What follows belongs to an exercise in optimizing a design on an open flow for small area and a short achievable clock period; a production flow would make more cautious choices. The RTL was checked by simulation tests, not by an equivalence proof against the original design.

## flow/design.v (module list and top-level ports; edited modules follow where they fit)
// module booth_encode: 20 lines
// module fa_cell: 11 lines
// module result_saturate: 16 lines
// module conv3x3_mac: 3247 lines
module conv3x3_mac
(
    input  logic                             clk,
    input  logic                             reset,
    input  logic                             conv_en,
    input  logic [9*16-1:0] filter_taps,
    input  logic [9*16-1:0] window_taps,
    output logic [16-1:0]           out_data,
    output logic                             out_we
);
  // ...
==> flow/flow/run.sh <==
#!/bin/bash
# Layout flow: the standard ORFS flow (standard synthesis unchanged),
# except that buffer_ports makes the input and output port buffers from the
# smallest buffer, sky130_fd_sc_hd__buf_1, which the resizer may still size
# up where timing needs it. Each ORFS step keeps its own log under
# orfs/logs/; make's own output goes to flow_make.log here.
set -euo pipefail
bash standard.sh BUFFER_PORTS_ARGS="-buffer_cell sky130_fd_sc_hd__buf_1" finish > flow_make.log 2>&1
==> flow/standard.sh <==
#!/bin/bash
# synth_recipe.tcl (not shown) runs the flow's synth.tcl, then flattens the netlist and writes it again
# the make line also repeats each setting of config.mk as NAME=value (left out here)
make -C /OpenROAD-flow-scripts/flow DESIGN_CONFIG=/design/flow/config.mk WORK_HOME=/design/flow/orfs CLKGATE_MAP_FILE= SYNTH_SCRIPT=/design/flow/synth_recipe.tcl "${@:-finish}"
==> flow/config.mk <==
export PLATFORM = sky130hd
export DESIGN_NAME = conv3x3_mac
export DESIGN_NICKNAME = conv3x3_mac
export VERILOG_FILES = /design/flow/design.v
export SDC_FILE = /design/flow/constraint.sdc
export NUM_CORES = 4
export LEC_CHECK = 0
export ABC_AREA = 1
export CAP_MARGIN = 20
export CORE_MARGIN = 2
export CORE_UTILIZATION = 55
export PLACE_DENSITY = 0.8
export SETUP_SLACK_MARGIN = 5
export SLEW_MARGIN = 20
export SYNTH_HIERARCHICAL = 1
==> flow/constraint.sdc <==
create_clock -name core_clock -period 8.5 [get_ports {clk}]
set_input_delay 1.7000 -clock core_clock [delete_from_list [all_inputs] [get_ports {clk}]]
set_output_delay 1.7000 -clock core_clock [all_outputs]
set_load 0.01 [all_outputs]
==> flow_results.org, run 1 <==
** Finish
- Dominant kind of cell :: multi-input gates
- Of the total standard cell area in the layout, the multi-input combinational portion is 0.6392.
- Max reg flops :: 397
- After layout, the buffer instance count without clock buffers stands at 375.
- The clock buffers instantiated in the layout total 126.
- Layout area overhead :: 7.606%
- Leaving out the clock tree, the finished layout contains an inverter count of 522.
- Area occupied by registers :: 0.01735 sq mm

** CTS
- Resized cells post-CTS :: 12
- Cts hold-fix bufs :: 0
- The clock passes through at most 3 buffers.
- Level count of the clock H-tree :: 3
- The clock net in this run drives a total of 866 sinks.

** Setup path
- Most frequent CP cell :: sky130_fd_sc_hd__fa_1
- Endpoint of the worst setup timing path :: r2_q[4]

** Floorplan
- Row generation in the floorplan step produced 129 rows.
- Number of well-tap cells placed :: 1637
- About 300 I/O pins were placed.

** Status
- Outcome :: finished clean

** Synth
- Average cell area after synthesis :: 10.86 sq um
- Warnings from Yosys :: 8

** Timing
- For the final database, setup skew stands at between 0.03 and 0.04 ns.
- The number of pins with negative max-slew slack in the final report came to 0.
- After layout, the minimum clock period comes to approximately 3.5 ns.
- The tightest hold path in the finished design has a slack of 0.3369 ns.

** Min path
- The worst hold path begins at r2_q[393].

** Detailed routing
- The detailed router placed 52.00k vias in this run.

** Placement
- In this run the tool buffered the top-level ports with 307 buffer cells.
==> run 2: changes to the inputs <==
--- a/flow/config.mk
+++ b/flow/config.mk
@@ -11,3 +11,2 @@
 export CORE_UTILIZATION = 55
-export PLACE_DENSITY = 0.8
 export SETUP_SLACK_MARGIN = 5
==> run 2 against run 1 <==
  * First-iteration DRC count down 8.1%
  * Critical path depth is the same
  * Critical path type unchanged
  * Synthesized area did not move
  * Design area decreased by 0.23%
  * Clock skew rose by 0.0056 ns
  * Maximum frequency up 0.29%
==> flow_results.org, run 2 <==
** Setup path
- The cell occurring most often along the worst timing path is sky130_fd_sc_hd__fa_1 (unchanged).
- The launch instance of the worst register-to-register path is f_q[64] (was neg_0[1]).
- The highest fanout seen on the critical path is 9 (was 17).
- Type of the setup path with the least slack :: reg -> reg (unchanged)
- Kind of launch point of the worst setup path :: flop (unchanged)
- Flop2flop setup slack :: 4.98 ns (was 4.97 ns)
- Critical register-to-register path endpoint :: r2_q[9] (was r2_q[4])
- Cells traversed along the worst timing path: inv_2 > o22ai_1 > xor2_1 > fa_1 > fa_1 > fa_1 (was buf_4 > fa_1 > fa_1 > fa_1 > fa_1 > fa_1).
- The worst reg2reg path depth is 6 (unchanged).
- The worst-path cell with the longest stage delay is sky130_fd_sc_hd__fa_1 (unchanged).
- The critical path's largest stage delay was 0.82 ns (about the same).
- Data arrival time of the critical path :: 4.12 ns (about the same)
- Crit. End Element :: flop (unchanged)
- The worst path required time is 9.11 ns (was 9.09 ns).

** Floorplan
- Count of pins on the block boundary :: 308 (unchanged)
- FP Rows :: 129 (unchanged)
- The die footprint is 0.1271 sq mm (unchanged).
- Initial Util :: 0.5536 (unchanged)
- The standard cell core area is 0.1235 sq mm (unchanged).
- Die Wd :: 356.5 microns (unchanged)
- Chip Height :: 356.5 microns (unchanged)

** Global routing
- Number of global-route vias before repair :: 50.59k (was 51.08k)
- The met1 usage in global routing was 0.6035 (was 0.5794).
- The maximum number of pins on one net before global-route repair is 19 (unchanged).
- Busiest layer in global routing :: met2 (unchanged)
- The met2 track demand over resource in global routing was 0.6484 (was 0.6345).
- The total global routing track utilization was 0.4587 (was 0.4534).
- The number of antenna violations at the first check in global routing is 17 (unchanged).
- Overflow left after global routing :: 0 (unchanged)
- The global routing met3 resource utilization is 0.1471 (was 0.1634).
- Global-route wire length before repair :: 398900 microns (was 396200 microns)

** Detailed routing
- The routed wirelength normalized by instance count is 36.41 microns (was 36.15 microns).
- The ratio of routed vias to standard cells is 6.405 (was 6.507).
- The DRC violation total after the first TritonRoute iteration came to 7992 (was 8692).
- The number of antenna-violating nets in the routed design was 0 (unchanged).
- The total via count in the routed design came to 51.25k (was 52.00k).
- Remaining routing DRC violations :: 0 (unchanged)
- Pre-antenna DRT Iters :: 6 (was 9)
- Detailed-route wire length :: 291300 microns (was 288800 microns)

** Finish
- Most frequent standard cell in the layout excluding fill and tap cells :: sky130_fd_sc_hd__xor2_1 (unchanged)
- Layout area overhead :: 7.357% (was 7.606%)
- Most frequent cells in the layout: sky130_fd_sc_hd__xor2_1, sky130_fd_sc_hd__fa_1, sky130_fd_sc_hd__o22ai_1 (unchanged).
- Layout cells sized above 1 :: 0.05196 (was 0.05390)
- Register name with the most flops :: r2_q (unchanged)
- Largest registers :: r2_q x397, f_q x144, r3_q x89 (unchanged)
- The final-layout fill cell count came to 10.57k (was 10.22k).
- Nets@finish :: 7842 (was 7836)
- The area of combinational cells with multiple inputs was 0.04691 sq mm (was 0.04702 sq mm).
- The flip-flop count of the largest register after layout came to 397 (unchanged).
- Area occupied by registers :: 0.01735 sq mm (about the same)
- The final cell count without fillers is 8001 (was 7991).

** Placement
- # port buffers :: 307 (unchanged)
- The cell count after placement is 7803 (was 7796).
- Global placer's final weighted congestion :: 1.117 (was 1.111)
- The HPWL after detailed placement is 236800 microns (was 234000 microns).

** CTS
- Root buffer cell :: sky130_fd_sc_hd__clkbuf_16 (unchanged)
- The largest buffer count on any clock path came to 3 (unchanged).
- The clock transition at the registers of the reported paths is 0.06 ns (about the same).
- TritonCTS sink count :: 866 (unchanged)
- Level count of the clock H-tree :: 3 (unchanged)
- CTS tree :: done (unchanged)
- The clock latency on the worst-skew pair came to 0.74 ns (about the same).
- Num CTS Buffers :: 97 (unchanged)

** Min path
- The end point of the most critical hold path was r3_q[57] (unchanged).
- Class of the tightest hold or removal check :: reg -> reg (unchanged)
- The start point of the worst hold path is r2_q[393] (unchanged).
- The instance count along the most critical hold path is 0 (unchanged).

** Timing
- Hold violation count in the final report :: 0 (unchanged)
- RSZ-0062 raised after global routing :: yes (unchanged)
- The count of final setup violators is 0 (unchanged).
- The fmax is 284.2 MHz (was 283.4 MHz).
- The slew at the pin closest to its max-slew limit came to 1.126 ns (was 1.339 ns).
- The shortest clock period the worst path allows after layout was 3.518 ns (was 3.529 ns).
- Worst slew slack as a fraction of its limit :: 0.2438 (was 0.1013)
- The aggregate negative setup slack came to 0 ns (unchanged).
- Fraction of the cycle the final worst path needs :: 0.4139 (was 0.4151)
- Pins Over Slew Limit :: 0 (unchanged)
- The setup clock skew after layout came to 0.03687 ns (was 0.03123 ns).

** Synth
- Synth Net Count :: 7867 (unchanged)
- The synthesis warning total is 8 (unchanged).
- The mean area per synthesized cell is 10.86 sq um (unchanged).
- Summed instance area of the synthesized netlist :: 0.06835 sq mm (unchanged)
- The number of instances in the synthesized netlist came to 6293 (unchanged).

** Status
- Outcome :: finished clean (unchanged)

** Job
- Max-capacitance violation count :: 0 (unchanged)
==> run 2: cell count changes in the layout (fill, tap and decap cells not counted), moves of 5 or more <==
cell	previous run	this run
sky130_fd_sc_hd__clkinv_2	11	19
sky130_fd_sc_hd__buf_4	63	73
sky130_fd_sc_hd__clkinvlp_4	16	10
sky130_fd_sc_hd__nand2_2	26	21
sky130_fd_sc_hd__nand2_1	321	328
==> run 2: layer usage <==
layer	vias to the layer above	part of all wire	routed length [microns]
met2	3657	0.41	120200
met3	688	0.13	37910
li1	20584	-	-
met5	-	0.00019	55
met4	8	0.087	25290
met1	26309	0.37	107900
==> run 2: repair_timing <==
action / in CTS / in global routing
setup endpoints to repair: 55 / 22
endpoints found under the hold margin: 0 / 0
hold buffers: 0 / 0
buffers inserted: 0 / 1
pin swaps: 0 / 9
resized for setup: 10 / 55
cloned: 0 / 2
==> run 2: metrics by stage <==
stage | utilization | worst slack, ns | area (sq um) | hold WS [ns]
floorplan | - | 5.403 | 68350 | 0.3096
global placement | 0.5644 | 4.732 | 69690 | 0.3117
detailed placement | 0.5644 | 4.659 | 69690 | 0.3121
CTS | 0.5919 | 5.030 | 73090 | 0.3282
global route | 0.5942 | 4.976 | 73370 | 0.3316
finish | 0.5943 | 4.982 | 73380 | 0.3282
==> run 2: worst max-delay path by stage <==
stage,startpoint,endpoint,slack (ns)
floorplan,r3_q[36],out_data[10],5.40
global placement,neg_1[2],r2_q[17],4.73
detailed placement,neg_1[2],r2_q[17],4.66
CTS,neg_3[3],r2_q[45],5.03
global route,r3_q[28],out_data[7],4.98
finish,f_q[64],r2_q[9],4.98
==> run 2: layout make-up <==
class	count	area share
Multi-Input combinational cell	4400	0.6392
Antenna cell	13	0.0004433
Sequential cell	866	0.2364
Timing Repair Buffer	381	0.02333
Tap cell	1637	0.02791
Inverter	522	0.02670
Clock inverter	48	0.007554
Clock buffer	134	0.03842
==> run 2: worst max-delay path: cells and delay by family (launching register included) <==
kind | cells | cell delay (ns)
adders and majority gates | 3 | 1.94
DFF | 1 | 0.58
xor gates and xnor gates | 1 | 0.24
buffers and inverters | 1 | 0.20
AOI/OAI and AO/OA | 1 | 0.43
==> run 3: changes to the inputs <==
--- a/flow/config.mk
+++ b/flow/config.mk
@@ -10,3 +10,4 @@
 export CORE_MARGIN = 2
-export CORE_UTILIZATION = 55
+export CORE_UTILIZATION = 65
+export GPL_ROUTABILITY_DRIVEN = 0
 export SETUP_SLACK_MARGIN = 5
==> run 3 against run 2 <==
  * Still clean
  * Via count rose by 2.4%
  * Synthesized cell count did not move
  * Non-clock buffer count fell by 3
  * Utilization rose by 11 points
  * Synthesized area did not move
  * Final cell count fell by 3.3%
  * Die area fell by 15%
==> flow_results.org, run 3 <==
** Timing
- The aggregate negative setup slack was 0 ns (unchanged).
- The number of pins with negative max-slew slack in the final report was 0 (unchanged).
- Setup skew after layout :: 0.02579 ns (was 0.03687 ns)
- The fmax was 271.4 MHz (was 284.2 MHz).
- The slew at the pin closest to its max-slew limit is 1.125 ns (was 1.126 ns).
- The count of final setup violators is 0 (unchanged).
- RSZ-0062 raised after global routing :: no (was yes)
- The final cycle utilization of the critical path is 0.4334 (was 0.4139).
- The final hold violation count was 0 (unchanged).
- The shortest clock period the worst path allows after layout is 3.684 ns (was 3.518 ns).
- Worst hold-check slack :: 0.3277 ns (was 0.3282 ns)
- Worst slew slack as a fraction of its limit :: 0.2446 (was 0.2438)

** Placement
- The HPWL after detailed placement is 217700 microns (was 236800 microns).
- Number of placed cells counting well taps :: 7543 (was 7803)
- # port buffers :: 307 (unchanged)

** Min path
- Startpoint of the tightest hold check path :: r2_q[393] (unchanged)
- The worst hold path class was reg -> reg (unchanged).

** Global routing
- Number of global-route vias before repair :: 51.50k (was 50.59k)
- The met1 usage in global routing was 0.6261 (was 0.6035).
- The met2 track demand over resource in global routing was 0.6978 (was 0.6484).
- The global routing met3 resource utilization is 0.2565 (was 0.1471).
- Overflow left after global routing :: 0 (unchanged)
- The most congested layer reported by global routing is met2 (unchanged).
- Pin count of the biggest net entering global routing :: 19 (unchanged)
- The number of antenna violations at the first check in global routing came to 15 (was 17).
- Total routing resource utilization after global routing :: 0.5137 (was 0.4587)
- Global-route wire length before repair :: 383200 microns (was 398900 microns)

** Setup path
- The worst path required time is 9.09 ns (was 9.11 ns).
- Crit-path max FO :: 15 (was 9)
- The startpoint of the most critical setup path is one_4[0] (was f_q[64]).
- Standard cell with the maximum stage delay on the critical path :: sky130_fd_sc_hd__xor2_1 (was sky130_fd_sc_hd__fa_1)
- Kind of launch point of the worst setup path :: flop (unchanged)
- Cells traversed along the worst timing path: inv_1 > o22ai_1 > xor2_1 > fa_1 > fa_1 > fa_1 (was inv_2 > o22ai_1 > xor2_1 > fa_1 > fa_1 > fa_1).
- Data arrival time of the critical path :: 4.27 ns (was 4.12 ns)
- Cell type group with the largest total delay on the critical path :: adder cells (unchanged)
- Reg-to-Reg Start :: one_4[0] (was f_q[64])
- The buffering stage count on the worst path with inverters included was 1 (unchanged).
- The kind of end point of the critical path was a flop (unchanged).
- The cell occurring most often along the worst timing path is sky130_fd_sc_hd__fa_1 (unchanged).
- Type of the setup path with the least slack :: reg -> reg (unchanged)
- The critical path's largest stage delay was 0.79 ns (was 0.82 ns).

** CTS
- Clock slew at the register clock pins of the worst setup and hold paths :: 0.06 ns (about the same)
- The clock latency on the worst-skew pair is 0.72 ns (was 0.74 ns).
- The number of levels the H-tree was split into was 3 (unchanged).
- Root buffer cell :: sky130_fd_sc_hd__clkbuf_16 (unchanged)
- The number of buffers inserted during clock tree synthesis came to 94 (was 97).
- The number of buffers added to fix hold violations after cts is 0 (unchanged).
- TritonCTS sink count :: 866 (unchanged)
- The largest buffer count on any clock path came to 3 (unchanged).
- CTS tree :: done (unchanged)

** Synth
- Summed instance area of the synthesized netlist :: 0.06835 sq mm (unchanged)
- The synthesis warning total came to 8 (unchanged).
- The number of instances in the synthesized netlist came to 6293 (unchanged).
- The synthesized net count came to 7867 (unchanged).
- Average cell area after synthesis :: 10.86 sq um (unchanged)

** Floorplan
- The die footprint came to 0.1078 sq mm (was 0.1271 sq mm).
- Initial Util :: 0.6576 (was 0.5536)
- Chip Height :: 328.3 microns (was 356.5 microns)
- The standard cell core area is 0.1039 sq mm (was 0.1235 sq mm).
- Die Wd :: 328.3 microns (was 356.5 microns)
- The count of standard-cell rows was 118 (was 129).
- The top-level I/O count is 308 (unchanged).

** Detailed routing
- Vias post-DR :: 52.47k (was 51.25k)
- Routed length per instance :: 35.79 microns (was 36.41 microns)
- The total routed wirelength is 276800 microns (was 291300 microns).
- The first-pass detailed-route iteration total was 8 (was 6).
- Via count normalized by instance count :: 6.784 (was 6.405)
- Remaining routing DRC violations :: 0 (unchanged)
- Final antenna-violating net count :: 0 (unchanged)
- The DRC violation total after the first TritonRoute iteration came to 8691 (was 7992).

** Finish
- The post-layout net count was 7836 (was 7842).
- The final-layout fill cell count was 7885 (was 10.57k).
- The core occupancy in the finished layout is 0.7036 (was 0.5943).
- The top register by number of flip-flops is r2_q (unchanged).
- The flip-flop count of the largest register after layout came to 397 (unchanged).
- Most frequent cells in the layout :: sky130_fd_sc_hd__xor2_1, sky130_fd_sc_hd__fa_1, sky130_fd_sc_hd__o22ai_1 (unchanged)
- Layout cells sized above 1 :: 0.05125 (was 0.05196)
- The commonest non-fill, non-tap cell in the layout was sky130_fd_sc_hd__xor2_1 (unchanged).
- Layout area overhead :: 6.991% (was 7.357%)
- Largest registers :: r2_q x397, f_q x144, r3_q x89 (unchanged)
- The final cell count without fillers is 7735 (was 8001).

** Status
- Outcome: finished clean (unchanged).

** Job
- Max-capacitance violation count :: 0 (unchanged)
[run 3: per-stage QoR]
| stage | area [sq um] | worst slack [ns] |
|---|---|---|
| after floorplan | 68350 | 5.403 |
| after global placement | 69350 | 4.970 |
| after detailed placement | 69350 | 4.863 |
| after CTS | 72810 | 4.970 |
| after global routing | 73120 | 4.815 |
| final | 73130 | 4.816 |
[run 3: worst paths after layout]
check	to	slack (ns)	cells past startpoint
worst max-delay path	r2_q[4]	4.82	6
worst min-delay path	r3_q[57]	0.33	0
worst max register to register	r2_q[4]	4.82	6
worst min register to register	r3_q[57]	0.33	0
[run 3: layout make-up]
type,count,area (sq um),area share
multi-input cells,4400,46910,0.6415
flip-flops and latches,866,17340,0.2371
clock buffers,120,2623,0.03586
inverters,522,1959,0.02679
well taps,1380,1727,0.02361
repair buffers,378,1700,0.02325
clock inverters,56,835.8,0.01143
diodes,13,32.53,0.0004448
[run 3: timing repair]
item / in CTS / in global routing
resized for setup: 4 / 65
pin swaps: 0 / 11
buffers inserted: 0 / 1
gates cloned: 0 / 2
endpoints found under the setup margin: 9 / 22
[run 3: metal layers]
metal,vias to the layer above,part of all wire
met4,10,0.10
li1,20551,-
met3,1056,0.17
met2,4926,0.40
met5,-,0.00043
met1,25931,0.33
==> run 4: changes to the inputs <==
--- a/flow/config.mk
+++ b/flow/config.mk
@@ -10,3 +10,3 @@
 export CORE_MARGIN = 2
-export CORE_UTILIZATION = 65
+export CORE_UTILIZATION = 45
 export GPL_ROUTABILITY_DRIVEN = 0
==> run 4 against run 3 <==
  * Sequential share of layout area decreased by 0.24 points
  * Design area increased by 1.1%
  * Wire length increased by 2.9%
  * Clock-buffer cell count increased by 10
  * Non-clock buffer count decreased by 2
  * Highest routed layer unchanged
  * First-iteration DRC count decreased by 12%
  * Largest cell class unchanged
  * Critical path depth unchanged
  * Synthesized area unchanged
==> flow_results.org, run 4 <==
** CTS
- Clock slew at the register clock pins of the worst setup and hold paths :: 0.06 ns (about the same)
- Level count of the clock H-tree :: 3 (unchanged)
- TritonCTS sink count :: 866 (unchanged)
- CTS tree :: done (unchanged)
- The number of buffers inserted during clock tree synthesis is 100 (was 94).
- The clock latency on the worst-skew pair is 0.78 ns (was 0.72 ns).
- Root buffer cell :: sky130_fd_sc_hd__clkbuf_16 (unchanged)
- Cts hold-fix bufs :: 0 (unchanged)
- Largest buffer count on any clock path :: 3 (unchanged)

** Synth
- The mean area per synthesized cell was 10.86 sq um (unchanged).
- The combined area of all synthesized cells was 0.06835 sq mm (unchanged).
- The synthesis warning total is 8 (unchanged).
- The number of instances in the synthesized netlist was 6293 (unchanged).
- Synth Net Count :: 7867 (unchanged)

** Finish
- The commonest non-fill, non-tap cell in the layout is sky130_fd_sc_hd__xor2_1 (unchanged).
- Nets@finish :: 7840 (was 7836)
- Layout cells sized above 1 :: 0.05088 (was 0.05125)
- Register name with the most flops :: r2_q (unchanged)
- The flip-flop count of the largest register after layout is 397 (unchanged).
- Area occupied by registers :: 0.01734 sq mm (about the same)
- Core utilization of the finished layout :: 0.4882 (was 0.7036)
- Largest registers :: r2_q x397, f_q x144, r3_q x89 (unchanged)
- Fillers :: 13.90k (was 7885)
- Most frequent cells in the layout: sky130_fd_sc_hd__xor2_1, sky130_fd_sc_hd__fa_1, sky130_fd_sc_hd__o22ai_1 (unchanged).
- Footprint of the multi-input gates :: 0.04690 sq mm (was 0.04691 sq mm)
- The relative area change from synthesis to final layout is 8.119% (was 6.991%).

** Floorplan
- The count of standard-cell rows was 143 (was 118).
- The initial core utilization was 0.4516 (was 0.6576).
- Area enclosed by the die boundary :: 0.1550 sq mm (was 0.1078 sq mm)
- The standard cell core area is 0.1514 sq mm (was 0.1039 sq mm).
- The horizontal die dimension was 393.7 microns (was 328.3 microns).
- The chip height was 393.7 microns (was 328.3 microns).
- Count of pins on the block boundary :: 308 (unchanged)

** Timing
- Fraction of the cycle the final worst path needs :: 0.4061 (was 0.4334)
- The remaining max-slew budget at the tightest pin was 0.2616 (was 0.2446).
- The slew at the pin closest to its max-slew limit was 1.100 ns (was 1.125 ns).
- Final critical delay including setup and external delays :: 3.451 ns (was 3.684 ns)
- The aggregate negative setup slack came to 0 ns (unchanged).
- Final setup fails :: 0 (unchanged)
- Setup skew after layout :: 0.04646 ns (was 0.02579 ns)
- RSZ-0062 raised after global routing :: no (unchanged)
- Hold violation count in the final report :: 0 (unchanged)
- Pins Over Slew Limit :: 0 (unchanged)
- The fmax came to 289.7 MHz (was 271.4 MHz).

** Detailed routing
- Pre-antenna DRT Iters :: 8 (unchanged)
- The total met2 wirelength after detailed routing is 112500 microns (was 109600 microns).
- Via count normalized by instance count :: 6.153 (was 6.784)
- The total via count in the routed design was 51.65k (was 52.47k).
- Final antenna-violating net count :: 0 (unchanged)
- Uppermost layer routed :: met5 (unchanged)
- Metal1 wirelength :: 100800 microns (was 90670 microns)
- The DRC violations left was 0 (unchanged).
- Met3 routed WL :: 45300 microns (was 48160 microns)
- Routed length per instance :: 33.94 microns (was 35.79 microns)
- The total routed wirelength came to 284900 microns (was 276800 microns).
- The DRC violation total after the first TritonRoute iteration came to 7653 (was 8691).

** Setup path
- The kind of end point of the critical path was a flop (unchanged).
- Cells traversed along the worst timing path: buf_4 > fa_1 > fa_1 > fa_1 > fa_1 > fa_1 (was inv_1 > o22ai_1 > xor2_1 > fa_1 > fa_1 > fa_1).
- Most frequent CP cell :: sky130_fd_sc_hd__fa_1 (unchanged)
- The critical setup path kind is reg -> reg (unchanged).
- Delay of the slowest cell on the worst path :: 0.63 ns (was 0.79 ns)
- Data required time at the worst endpoint :: 9.15 ns (was 9.09 ns)
- Data arrival time of the critical path :: 4.10 ns (was 4.27 ns)
- The worst reg2reg path depth came to 6 (unchanged).
- The highest fanout seen on the critical path is 18 (was 15).
- Standard cell with the maximum stage delay on the critical path :: sky130_fd_sc_hd__fa_1 (was sky130_fd_sc_hd__xor2_1)
- Kind of launch point of the worst setup path :: flop (unchanged)

** Min path
- Worst hold path stage count :: 0 (unchanged)
- The worst hold path class is reg -> reg (unchanged).

** Global routing
- The maximum number of pins on one net before global-route repair was 19 (unchanged).
- Total routing resource utilization after global routing :: 0.3624 (was 0.5137)
- Overflow left after global routing :: 0 (unchanged)
- Global-route wire length before repair :: 394400 microns (was 383200 microns)
- Number of global-route vias before repair :: 51.66k (was 51.50k)
- Number of antenna violations at the first check in global routing :: 21 (was 15)

** Status
- Outcome :: finished clean (unchanged)

** Job
- Max-capacitance violation count :: 0 (unchanged)

** Placement
- The HPWL after detailed placement came to 227400 microns (was 217700 microns).
- # port buffers :: 307 (unchanged)
## run 4: what timing repair did
item,in CTS,in global routing
endpoints found under the hold margin,0,0
cloned,0,2
setup endpoints to repair,53,16
buffers inserted,0,2
gates resized for setup,7,54
pin swaps,0,15
## run 4: area by class of cell
cell class | instances | share of cell area
Timing Repair Buffer | 376 | 0.02260
Antenna cell | 16 | 0.0005418
Tap cell | 2030 | 0.03437
Multi-Input combinational cell | 4400 | 0.6346
Clock buffer | 130 | 0.03742
Clock inverter | 54 | 0.009244
Sequential cell | 866 | 0.2347
Inverter | 522 | 0.02651
## run 4: metal layers
metal,GRT usage,vias to the layer above
li1,-,20530
met1,0.4522,25986
met2,0.4922,4230
met3,0.1659,883
met4,0.2575,22
met5,0.01170,-
## run 4: per-stage QoR
| step | area (sq um) | worst slack, ns | cells | hold WS (ns) |
|---|---|---|---|---|
| global placement | 70140 | 4.784 | 8190 | 0.3110 |
| finish | 73900 | 5.049 | 8394 | 0.3412 |
| floorplan | 68350 | 5.403 | 6293 | 0.3096 |
| detailed placement | 70140 | 4.736 | 8190 | 0.3121 |
| global route | 73880 | 4.957 | 8386 | 0.3399 |
| CTS | 73600 | 5.021 | 8374 | 0.3408 |
## run 4: final timing paths
path                                 from       end  slack, ns
worst max-delay path             neg_5[3]  r2_q[45]       5.05
worst min-delay path            r2_q[393]  r3_q[57]       0.34
worst max register to register   neg_5[3]  r2_q[45]       5.05
worst min register to register  r2_q[393]  r3_q[57]       0.34
## run 4: worst max-delay path, delay by kind of cell (launching register included)
kind | cells | cell delay (ns)
buffers and inverters | 1 | 0.35
DFF | 1 | 0.30
adders and majority gates | 5 | 2.66
==> run 5: changes to the inputs <==
--- a/flow/config.mk
+++ b/flow/config.mk
@@ -10,3 +10,4 @@
 export CORE_MARGIN = 2
-export CORE_UTILIZATION = 45
+export CORE_UTILIZATION = 55
+export CTS_CLUSTER_SIZE = 40
 export GPL_ROUTABILITY_DRIVEN = 0
==> run 5 against run 4 <==
  * Clock skew increased by 0.0041 ns
  * Worst setup slack got worse by 0.031 ns
  * Largest cell class unchanged
  * Synthesized cell count is the same
  * Maximum frequency down 0.88%
  * Register-to-register slack lost 0.03 ns
  * Still clean on timing, DRC and antenna
==> flow_results.org, run 5 <==
** Status
- Outcome :: finished clean (unchanged)

** Finish
- Nets@finish :: 7842 (was 7840)
- Max reg flops :: 397 (unchanged)
- The top register by number of flip-flops is r2_q (unchanged).
- Most frequent standard cell in the layout excluding fill and tap cells :: sky130_fd_sc_hd__xor2_1 (unchanged)
- The relative area change from synthesis to final layout was 7.465% (was 8.119%).
- Most frequent cells in the layout: sky130_fd_sc_hd__xor2_1, sky130_fd_sc_hd__fa_1, sky130_fd_sc_hd__o22ai_1 (unchanged).
- Layout cells sized above 1 :: 0.05118 (was 0.05088)
- Cell area after layout :: 0.07345 sq mm (was 0.07390 sq mm)
- Largest registers :: r2_q x397, f_q x144, r3_q x89 (unchanged)

** Synth
- The synthesized net count came to 7867 (unchanged).
- Synthesized instance count :: 6293 (unchanged)
- Warnings from Yosys :: 8 (unchanged)
- The mean area per synthesized cell came to 10.86 sq um (unchanged).
- The combined area of all synthesized cells was 0.06835 sq mm (unchanged).

** Detailed routing
- The total via count in the routed design was 51.58k (was 51.65k).
- The ratio of routed vias to standard cells was 6.447 (was 6.153).
- The routed wirelength normalized by instance count was 35.00 microns (was 33.94 microns).
- The first-pass detailed-route iteration total was 8 (unchanged).
- Detailed-route wire length :: 280000 microns (was 284900 microns)
- Final antenna-violating net count :: 0 (unchanged)
- The DRC violation total after the first TritonRoute iteration came to 8322 (was 7653).
- The DRC violations left came to 0 (unchanged).

** Floorplan
- FP Rows :: 129 (was 143)
- Chip Height :: 356.5 microns (was 393.7 microns)
- Die Wd :: 356.5 microns (was 393.7 microns)
- The die footprint was 0.1271 sq mm (was 0.1550 sq mm).
- The initial core utilization was 0.5536 (was 0.4516).
- The standard cell core area was 0.1235 sq mm (was 0.1514 sq mm).
- The top-level I/O count came to 308 (unchanged).

** Placement
- Placed cell area :: 0.06968 sq mm (was 0.07014 sq mm)
- The number of buffers inserted by port buffering was 307 (unchanged).
- The minimum setup slack after placement is 4.722 ns (was 4.736 ns).
- The HPWL after detailed placement came to 223800 microns (was 227400 microns).

** Global routing
- Number of antenna violations at the first check in global routing :: 13 (was 21)
- Number of global-route vias before repair :: 50.48k (was 51.66k)
- The maximum number of pins on one net before global-route repair was 19 (unchanged).
- Total routing resource utilization after global routing :: 0.4396 (was 0.3624)
- The wire length of the first global-routing pass came to 386800 microns (was 394400 microns).
- Overflow left after global routing :: 0 (unchanged)

** CTS
- Skew-Pair Late Insertion Delay :: 0.75 ns (was 0.78 ns)
- The clock net sink count is 866 (unchanged).
- Clock slew at the register clock pins of the worst setup and hold paths :: 0.06 ns (about the same)
- The buffer cell driving the clock tree root was sky130_fd_sc_hd__clkbuf_16 (unchanged).
- The number of buffers inserted during clock tree synthesis was 97 (was 100).
- The CTS tree is done (unchanged).
- The number of buffers added to fix hold violations after cts came to 0 (unchanged).
- The number of levels the H-tree was split into was 3 (unchanged).
- The largest buffer count on any clock path is 3 (unchanged).

** Timing
- Setup TNS after final layout :: 0 ns (unchanged)
- Pins Over Slew Limit :: 0 (unchanged)
- The count of final setup violators is 0 (unchanged).
- The setup slack after layout is 5.018 ns (was 5.049 ns).
- Fraction of the cycle the final worst path needs :: 0.4096 (was 0.4061)
- The slew at the pin closest to its max-slew limit is 1.130 ns (was 1.100 ns).
- RSZ-0062 raised after global routing :: no (unchanged)
- The setup clock skew after layout was 0.05056 ns (was 0.04646 ns).
- The worst hold-check slack was 0.3251 ns (was 0.3412 ns).
- The final hold violation count was 0 (unchanged).
- Worst slew slack as a fraction of its limit :: 0.2414 (was 0.2616)
- Final critical delay including setup and external delays :: 3.482 ns (was 3.451 ns)
- Timing-limited maximum frequency :: 287.2 MHz (was 289.7 MHz)

** Setup path
- Data arrival time of the critical path :: 4.10 ns (about the same)
- Crit. End Element :: flop (unchanged)
- Type of the setup path with the least slack :: reg -> reg (unchanged)
- Crit-path max FO :: 18 (unchanged)
- Data required time at the worst endpoint :: 9.11 ns (was 9.15 ns)
- The type of origin of the critical path is a flop (unchanged).

** Min path
- Class of the tightest hold or removal check :: reg -> reg (unchanged)

** Job
- Max-capacitance violation count :: 0 (unchanged)
run 5: cell type report:
type / count / area (sq um)
diodes: 13 / 32.53
clock buffers: 124 / 2679
well taps: 1637 / 2048
inverters: 522 / 1959
multi-input cells: 4400 / 46890
clock inverters: 57 / 793.3
flip-flops and latches: 866 / 17340
fillers: 10441 / 50020
repair buffers: 381 / 1708
run 5: what timing repair did:
item	CTS	global route
pin swaps	0	9
endpoints found under the hold margin	0	0
endpoints found under the setup margin	35	19
buffers inserted	0	2
cloned	0	2
gates resized for setup	6	55
run 5: final timing paths:
kind	depth (start not counted)	slack (ns)	from	end
max	6	5.02	neg_4[1]	r2_q[4]
min	0	0.33	r2_q[394]	r3_q[58]
max reg2reg	6	5.02	neg_4[1]	r2_q[4]
min reg2reg	0	0.33	r2_q[394]	r3_q[58]
run 5: routing by layer:
| metal | track usage | share of wire | vias up |
|---|---|---|---|
| met5 | 0 | 0.00010 | - |
| li1 | - | - | 20548 |
| met4 | 0.3011 | 0.091 | 6 |
| met3 | 0.1805 | 0.15 | 806 |
| met1 | 0.5628 | 0.36 | 26088 |
| met2 | 0.6061 | 0.40 | 4127 |
run 5: worst max-delay path: stages, from the launching register on:
cell and delay (ns):
sky130_fd_sc_hd__dfxtp_1 0.30, sky130_fd_sc_hd__buf_4 0.35, sky130_fd_sc_hd__fa_1 0.66, sky130_fd_sc_hd__fa_1 0.62, sky130_fd_sc_hd__fa_1 0.44, sky130_fd_sc_hd__fa_1 0.54, sky130_fd_sc_hd__fa_1 0.43
run 5: through the flow:
step,cells,utilization
after floorplan,6293,-
after global placement,7802,0.5644
after detailed placement,7802,0.5644
after CTS,7983,0.5926
after global routing,7997,0.5948
final,8000,0.5949
==> run 6: changes to the inputs <==
--- a/flow/config.mk
+++ b/flow/config.mk
@@ -11,3 +11,3 @@
 export CORE_UTILIZATION = 55
-export CTS_CLUSTER_SIZE = 40
+export CTS_CLUSTER_SIZE = 24
 export GPL_ROUTABILITY_DRIVEN = 0
==> run 6 against run 5 <==
  * Sequential cell count unchanged
  * Synthesized cell count unchanged
  * Final cell count about the same
  * Die area unchanged
  * Non-clock buffer count decreased by 2
  * Largest cell class unchanged
  * Sequential share of layout area about the same
  * Critical path type unchanged
  * Synthesized area unchanged
  * Maximum frequency decreased by 0.51%
==> flow_results.org, run 6 <==
** Status
- Outcome :: finished clean (unchanged)

** Timing
- The slew at the pin closest to its max-slew limit was 1.211 ns (was 1.130 ns).
- The setup clock skew after layout is 0.03518 ns (was 0.05056 ns).
- Final critical delay including setup and external delays :: 3.500 ns (was 3.482 ns)
- The final cycle utilization of the critical path is 0.4117 (was 0.4096).
- RSZ-0062 raised after global routing: no (unchanged).
- The final hold violation count was 0 (unchanged).
- The aggregate negative setup slack is 0 ns (unchanged).
- Final setup fails :: 0 (unchanged)
- The number of pins with negative max-slew slack in the final report is 0 (unchanged).
- The fmax came to 285.7 MHz (was 287.2 MHz).
- The setup slack after layout was 5.000 ns (was 5.018 ns).
- The remaining max-slew budget at the tightest pin came to 0.1867 (was 0.2414).

** Placement
- The number of buffers inserted by port buffering was 307 (unchanged).
- The minimum setup slack after placement was 4.722 ns (unchanged).
- DP HPWL :: 223800 microns (unchanged)

** Finish
- Most frequent cells in the layout :: sky130_fd_sc_hd__xor2_1, sky130_fd_sc_hd__fa_1, sky130_fd_sc_hd__o22ai_1 (unchanged)
- Fillers :: 10.46k (was 10.44k)
- The post-layout net count was 7839 (was 7842).
- Area occupied by registers :: 0.01734 sq mm (unchanged)
- Largest registers :: r2_q x397, f_q x144, r3_q x89 (unchanged)
- Core utilization of the finished layout :: 0.5942 (was 0.5949)
- Layout area overhead :: 7.346% (was 7.465%)
- The area of combinational cells with multiple inputs was 0.04685 sq mm (was 0.04689 sq mm).
- The commonest non-fill, non-tap cell in the layout was sky130_fd_sc_hd__xor2_1 (unchanged).
- Max reg flops :: 397 (unchanged)
- The fraction of layout instances using a drive strength above 1 was 0.04900 (was 0.05118).
- Register name with the most flops :: r2_q (unchanged)

** CTS
- The number of buffers added to fix hold violations after cts is 0 (unchanged).
- The number of buffers inserted during clock tree synthesis was 97 (unchanged).
- Clock slew at the register clock pins of the worst setup and hold paths :: 0.06 ns (about the same)
- Number of buffers inserted to repair setup after CTS :: 0 (unchanged)
- The clock net sink count came to 866 (unchanged).
- The number of levels the H-tree was split into was 3 (unchanged).
- The buffer cell driving the clock tree root is sky130_fd_sc_hd__clkbuf_16 (unchanged).
- The clock latency on the worst-skew pair is 0.75 ns (about the same).
- The CTS tree is done (unchanged).
- The largest buffer count on any clock path came to 3 (unchanged).

** Detailed routing
- The DRC violations left is 0 (unchanged).
- The DRC violation total after the first TritonRoute iteration came to 8240 (was 8322).
- The routed wirelength normalized by instance count is 34.97 microns (was 35.00 microns).
- The total via count in the routed design came to 51.42k (was 51.58k).
- Detailed-route wire length :: 279700 microns (was 280000 microns)
- Final antenna-violating net count :: 0 (unchanged)
- Via count normalized by instance count :: 6.430 (was 6.447)
- Pre-antenna DRT Iters :: 6 (was 8)

** Synth
- The mean area per synthesized cell came to 10.86 sq um (unchanged).
- The synthesis warning total is 8 (unchanged).
- The synthesized net count was 7867 (unchanged).
- Summed instance area of the synthesized netlist :: 0.06835 sq mm (unchanged)
- The number of instances in the synthesized netlist is 6293 (unchanged).

** Global routing
- The total global routing track utilization is 0.4400 (was 0.4396).
- Overflow left after global routing :: 0 (unchanged)
- The number of global-route vias before repair came to 50.50k (was 50.48k).
- Global-route wire length before repair :: 387000 microns (was 386800 microns)
- Number of antenna violations at the first check in global routing :: 9 (was 13)
- Pin count of the biggest net entering global routing :: 19 (unchanged)

** Floorplan
- Chip Height :: 356.5 microns (unchanged)
- The top-level I/O count is 308 (unchanged).
- The initial core utilization is 0.5536 (unchanged).
- The standard cell core area was 0.1235 sq mm (unchanged).
- The horizontal die dimension is 356.5 microns (unchanged).
- The die footprint came to 0.1271 sq mm (unchanged).
- FP Rows :: 129 (unchanged)

** Setup path
- Data arrival time of the critical path :: 4.11 ns (was 4.10 ns)
- The kind of end point of the critical path is a flop (unchanged).
- The worst-path cell with the longest stage delay is sky130_fd_sc_hd__fa_1 (unchanged).
- The critical setup path kind is reg -> reg (unchanged).
- The highest fanout seen on the critical path was 18 (unchanged).
- The type of origin of the critical path was a flop (unchanged).
- The cell occurring most often along the worst timing path is sky130_fd_sc_hd__fa_1 (unchanged).
- Delay of the slowest cell on the worst path :: 0.86 ns (was 0.66 ns)
- The startpoint of the most critical setup path was neg_3[3] (was neg_4[1]).
- Cells traversed along the worst timing path :: buf_4 > fa_1 > fa_1 > fa_1 > fa_1 > fa_1 (unchanged)
- Data required time at the worst endpoint :: 9.11 ns (about the same)
- The launch instance of the worst register-to-register path is neg_3[3] (was neg_4[1]).

** Min path
- Startpoint of the tightest hold check path :: r2_q[394] (unchanged)
- The worst hold path class is reg -> reg (unchanged).

** Job
- The number of maximum-capacitance violations came to 0 (unchanged).
## run 6: final timing paths
| path | slack [ns] | endpoint | depth (start not counted) |
|---|---|---|---|
| setup / recovery | 5.00 | r2_q[45] | 6 |
| hold / removal | 0.33 | r3_q[58] | 0 |
| setup reg to reg | 5.00 | r2_q[45] | 6 |
| hold reg to reg | 0.33 | r3_q[58] | 0 |
## run 6: final cells by class
type                            count  area share
Timing Repair Buffer              379     0.02312
Tap cell                         1637     0.02792
Sequential cell                   866      0.2363
Multi-Input combinational cell   4399      0.6386
Inverter                          522     0.02670
Antenna cell                       13   0.0004434
Clock buffer                      128     0.03685
Clock inverter                     53     0.01006
## run 6: critical path, delay by kind of cell (launching register included)
kind                       cells  cell delay, ns
adders and majority gates      5            2.85
buffers and inverters          1            0.24
DFF                            1            0.29
## run 6: metrics by stage
step,hold slack (ns),instance area (sq um),std cells
2_1_floorplan,0.3096,68350,6293
3_3_place_gp,0.3146,69680,7802
3_5_place_dp,0.3151,69680,7802
4_1_cts,0.3289,73140,7983
5_1_grt,0.3307,73360,7994
6_report,0.3252,73370,7997
## run 6: layer usage
layer / up-vias / routed length (microns) / GRT usage
li1: 20548 / - / -
met5: - / 11 / 0
met2: 4137 / 111700 / 0.6021
met3: 803 / 41800 / 0.1813
met1: 25932 / 99990 / 0.5617
met4: 2 / 26180 / 0.3142
## run 6: what timing repair did
action	4_1_cts	5_1_grt
pin swaps	0	5
hold endpoints to repair	0	0
setup endpoints to repair	35	17
cloned	0	1
gates resized for setup	6	48
==> run 7: changes to the inputs <==
--- a/flow/config.mk
+++ b/flow/config.mk
@@ -11,3 +11,2 @@
 export CORE_UTILIZATION = 55
-export CTS_CLUSTER_SIZE = 24
 export GPL_ROUTABILITY_DRIVEN = 0
==> run 7 against run 6 <==
  * Still clean on timing, DRC and antenna
  * Maximum frequency is the same
  * Design area did not move
  * Critical path depth stayed put
  * Register-to-register slack is essentially flat
  * Utilization did not move
  * Sequential cell count stayed put
==> flow_results.org, run 7 <==
** Detailed routing
- The number of antenna-violating nets in the routed design is 0 (unchanged).
- Pre-antenna DRT Iters :: 6 (unchanged)
- The routed wirelength normalized by instance count is 34.97 microns (unchanged).
- The total routed wirelength came to 279700 microns (unchanged).
- The total via count in the routed design is 51.42k (unchanged).
- Remaining routing DRC violations :: 0 (unchanged)
- The DRC violation total after the first TritonRoute iteration was 8240 (unchanged).
- Via count normalized by instance count :: 6.430 (unchanged)

** Timing
- The count of final setup violators was 0 (unchanged).
- RSZ-0062 raised after global routing :: no (unchanged)
- The fmax was 285.7 MHz (unchanged).
- The final hold violation count is 0 (unchanged).
- Worst slew slack as a fraction of its limit :: 0.1867 (unchanged)
- The slew at the pin closest to its max-slew limit was 1.211 ns (unchanged).
- Setup TNS after final layout :: 0 ns (unchanged)
- Setup skew after layout :: 0.03518 ns (unchanged)
- Final critical delay including setup and external delays :: 3.500 ns (unchanged)
- Fraction of the cycle the final worst path needs :: 0.4117 (unchanged)
- The number of pins with negative max-slew slack in the final report was 0 (unchanged).
- The setup slack after layout was 5.000 ns (unchanged).

** Setup path
- The capturing point of the worst reg2reg path was r2_q[45] (unchanged).
- Crit. End Element :: flop (unchanged)
- The highest fanout seen on the critical path is 18 (unchanged).
- Data required time at the worst endpoint :: 9.11 ns (about the same)
- The type of origin of the critical path was a flop (unchanged).
- Type of the setup path with the least slack :: reg -> reg (unchanged)
- Data arrival time of the critical path :: 4.11 ns (about the same)
- R2R cell count :: 6 (unchanged)
- The launch instance of the worst register-to-register path is neg_3[3] (unchanged).
- Flop2flop setup slack :: 5.00 ns (about the same)

** Min path
- The start point of the worst hold path is r2_q[394] (unchanged).
- The end point of the most critical hold path is r3_q[58] (unchanged).
- Worst hold path stage count :: 0 (unchanged)
- The worst hold path class is reg -> reg (unchanged).

** Floorplan
- The horizontal die dimension was 356.5 microns (unchanged).
- The initial core utilization is 0.5536 (unchanged).
- The chip height came to 356.5 microns (unchanged).
- The standard cell core area came to 0.1235 sq mm (unchanged).
- The die footprint was 0.1271 sq mm (unchanged).
- Count of pins on the block boundary :: 308 (unchanged)
- The count of standard-cell rows came to 129 (unchanged).

** Finish
- Layout area overhead :: 7.346% (unchanged)
- Largest registers :: r2_q x397, f_q x144, r3_q x89 (unchanged)
- The final-layout fill cell count was 10.46k (unchanged).
- Most frequent standard cell in the layout excluding fill and tap cells :: sky130_fd_sc_hd__xor2_1 (unchanged)
- Layout cells sized above 1 :: 0.04900 (unchanged)
- Register name with the most flops :: r2_q (unchanged)
- Most frequent cells in the layout: sky130_fd_sc_hd__xor2_1, sky130_fd_sc_hd__fa_1, sky130_fd_sc_hd__o22ai_1 (unchanged).
- Nets@finish :: 7839 (unchanged)
- Max reg flops :: 397 (unchanged)

** CTS
- The number of levels the H-tree was split into was 3 (unchanged).
- Cts hold-fix bufs :: 0 (unchanged)
- The clock net sink count was 866 (unchanged).
- The CTS tree is done (unchanged).
- The number of buffers inserted during clock tree synthesis was 97 (unchanged).
- The largest buffer count on any clock path was 3 (unchanged).
- Number of buffers inserted to repair setup after CTS :: 0 (unchanged)
- The clock transition at the registers of the reported paths is 0.06 ns (about the same).
- Root buffer cell :: sky130_fd_sc_hd__clkbuf_16 (unchanged)
- Skew-Pair Late Insertion Delay :: 0.75 ns (about the same)

** Global routing
- Overflow left after global routing :: 0 (unchanged)
- Met3 Usage GRT :: 0.1813 (unchanged)
- Pin count of the biggest net entering global routing :: 19 (unchanged)
- The most congested layer reported by global routing is met2 (unchanged).
- Number of antenna violations at the first check in global routing :: 9 (unchanged)
- Global-route wire length before repair :: 387000 microns (unchanged)
- The met1 usage in global routing came to 0.5617 (unchanged).
- The total global routing track utilization is 0.4400 (unchanged).
- Met2 usage in global routing :: 0.6021 (unchanged)
- Number of global-route vias before repair :: 50.50k (unchanged)

** Synth
- The mean area per synthesized cell came to 10.86 sq um (unchanged).
- Summed instance area of the synthesized netlist :: 0.06835 sq mm (unchanged)
- Warnings from Yosys :: 8 (unchanged)
- The synthesized net count was 7867 (unchanged).
- Synthesized instance count :: 6293 (unchanged)

** Status
- Outcome: finished clean (unchanged).

** Job
- Max-capacitance violation count :: 0 (unchanged)

** Placement
- Post-Place Worst Slack :: 4.722 ns (unchanged)
- The number of buffers inserted by port buffering came to 307 (unchanged).
- DP HPWL :: 223800 microns (unchanged)
==> run 7: worst max-delay path by stage <==
stage                     startpoint      endpoint  slack [ns]  cells after the start
after global placement      neg_1[2]      r2_q[17]        4.78                      5
after floorplan             r3_q[36]  out_data[10]        5.40                     16
final                       neg_3[3]      r2_q[45]        5.00                      6
after CTS                   neg_3[1]       r2_q[4]        5.03                      6
after global routing        r3_q[17]  out_data[12]        4.98                     19
after detailed placement    neg_1[2]      r2_q[17]        4.72                      5
==> run 7: timing repair <==
action,in CTS,in global routing
pin swaps,0,5
gates cloned,0,1
resized for setup,6,48
setup endpoints to repair,35,17
==> run 7: layer usage <==
| layer | part of all wire | vias to the layer above | routed length, microns |
|---|---|---|---|
| li1 | - | 20548 | - |
| met1 | 0.36 | 25932 | 99990 |
| met2 | 0.40 | 4137 | 111700 |
| met3 | 0.15 | 803 | 41800 |
| met4 | 0.094 | 2 | 26180 |
| met5 | 0.000039 | - | 11 |
==> run 7: worst max-delay path, cell delays in order (launching register included) <==
cell and delay (ns):
sky130_fd_sc_hd__dfxtp_1 0.29, sky130_fd_sc_hd__buf_4 0.24, sky130_fd_sc_hd__fa_1 0.86, sky130_fd_sc_hd__fa_1 0.53, sky130_fd_sc_hd__fa_1 0.46, sky130_fd_sc_hd__fa_1 0.50
sky130_fd_sc_hd__fa_1 0.50
==> run 7: final cells by class <==
class,instances,area (sq um),share of cell area
Clock inverter,53,738.2,0.01006
Tap cell,1637,2048,0.02792
Clock buffer,128,2704,0.03685
Antenna cell,13,32.53,0.0004434
Timing Repair Buffer,379,1697,0.02312
Inverter,522,1959,0.02670
Multi-Input combinational cell,4399,46850,0.6386
Sequential cell,866,17340,0.2363
==> run 7: stage by stage <==
step / area [sq um] / hold WS (ns) / utilization / instances
2_1_floorplan: 68350 / 0.3096 / - / 6293
3_3_place_gp: 69680 / 0.3146 / 0.5644 / 7802
3_5_place_dp: 69680 / 0.3151 / 0.5644 / 7802
4_1_cts: 73140 / 0.3289 / 0.5923 / 7983
5_1_grt: 73360 / 0.3307 / 0.5942 / 7994
6_report: 73370 / 0.3252 / 0.5942 / 7997

-- afterwards: timing with drivers on the ports --
The flow's constraints put no driver on any port. The routed layouts listed below were extracted and timed again, unchanged, in two steps. Step 1 sets driving cells, clkbuf_16 on the clock port and buf_2 on the other inputs (assumed; they add their load-dependent delay and slew). Step 2 adds t to the input delays and takes it off the output delays; t is the mean of the earliest and latest rising clock arrival at the registers after step 1. Input paths then give back, and output paths get back, about the clock's delay inside the block. Three values: no drivers, after step 1, after step 2; two values: the first two.
run | shift t [ns] | slack for setup (ns) | slew at the worst register clock pin (ns) | worst data-port slew with drivers (ns)
run 1 | 0.799 | 4.971 / 4.971 / 4.971 | 0.07 / 0.07 | 0.08
run 2 | 0.804 | 4.982 / 4.982 / 4.982 | 0.08 / 0.08 | 0.10
run 3 | 0.782 | 4.816 / 4.816 / 4.816 | 0.07 / 0.07 | 0.05
run 4 | 0.836 | 5.049 / 5.049 / 5.049 | 0.07 / 0.07 | 0.11
run 5 | 0.810 | 5.018 / 5.018 / 5.018 | 0.07 / 0.07 | 0.07
run 6 | 0.811 | 5.000 / 5.000 / 5.000 | 0.07 / 0.07 | 0.08
run 7 | 0.811 | 5.000 / 5.000 / 5.000 | 0.07 / 0.07 | 0.08
After both steps setup and hold are still met in every run listed.
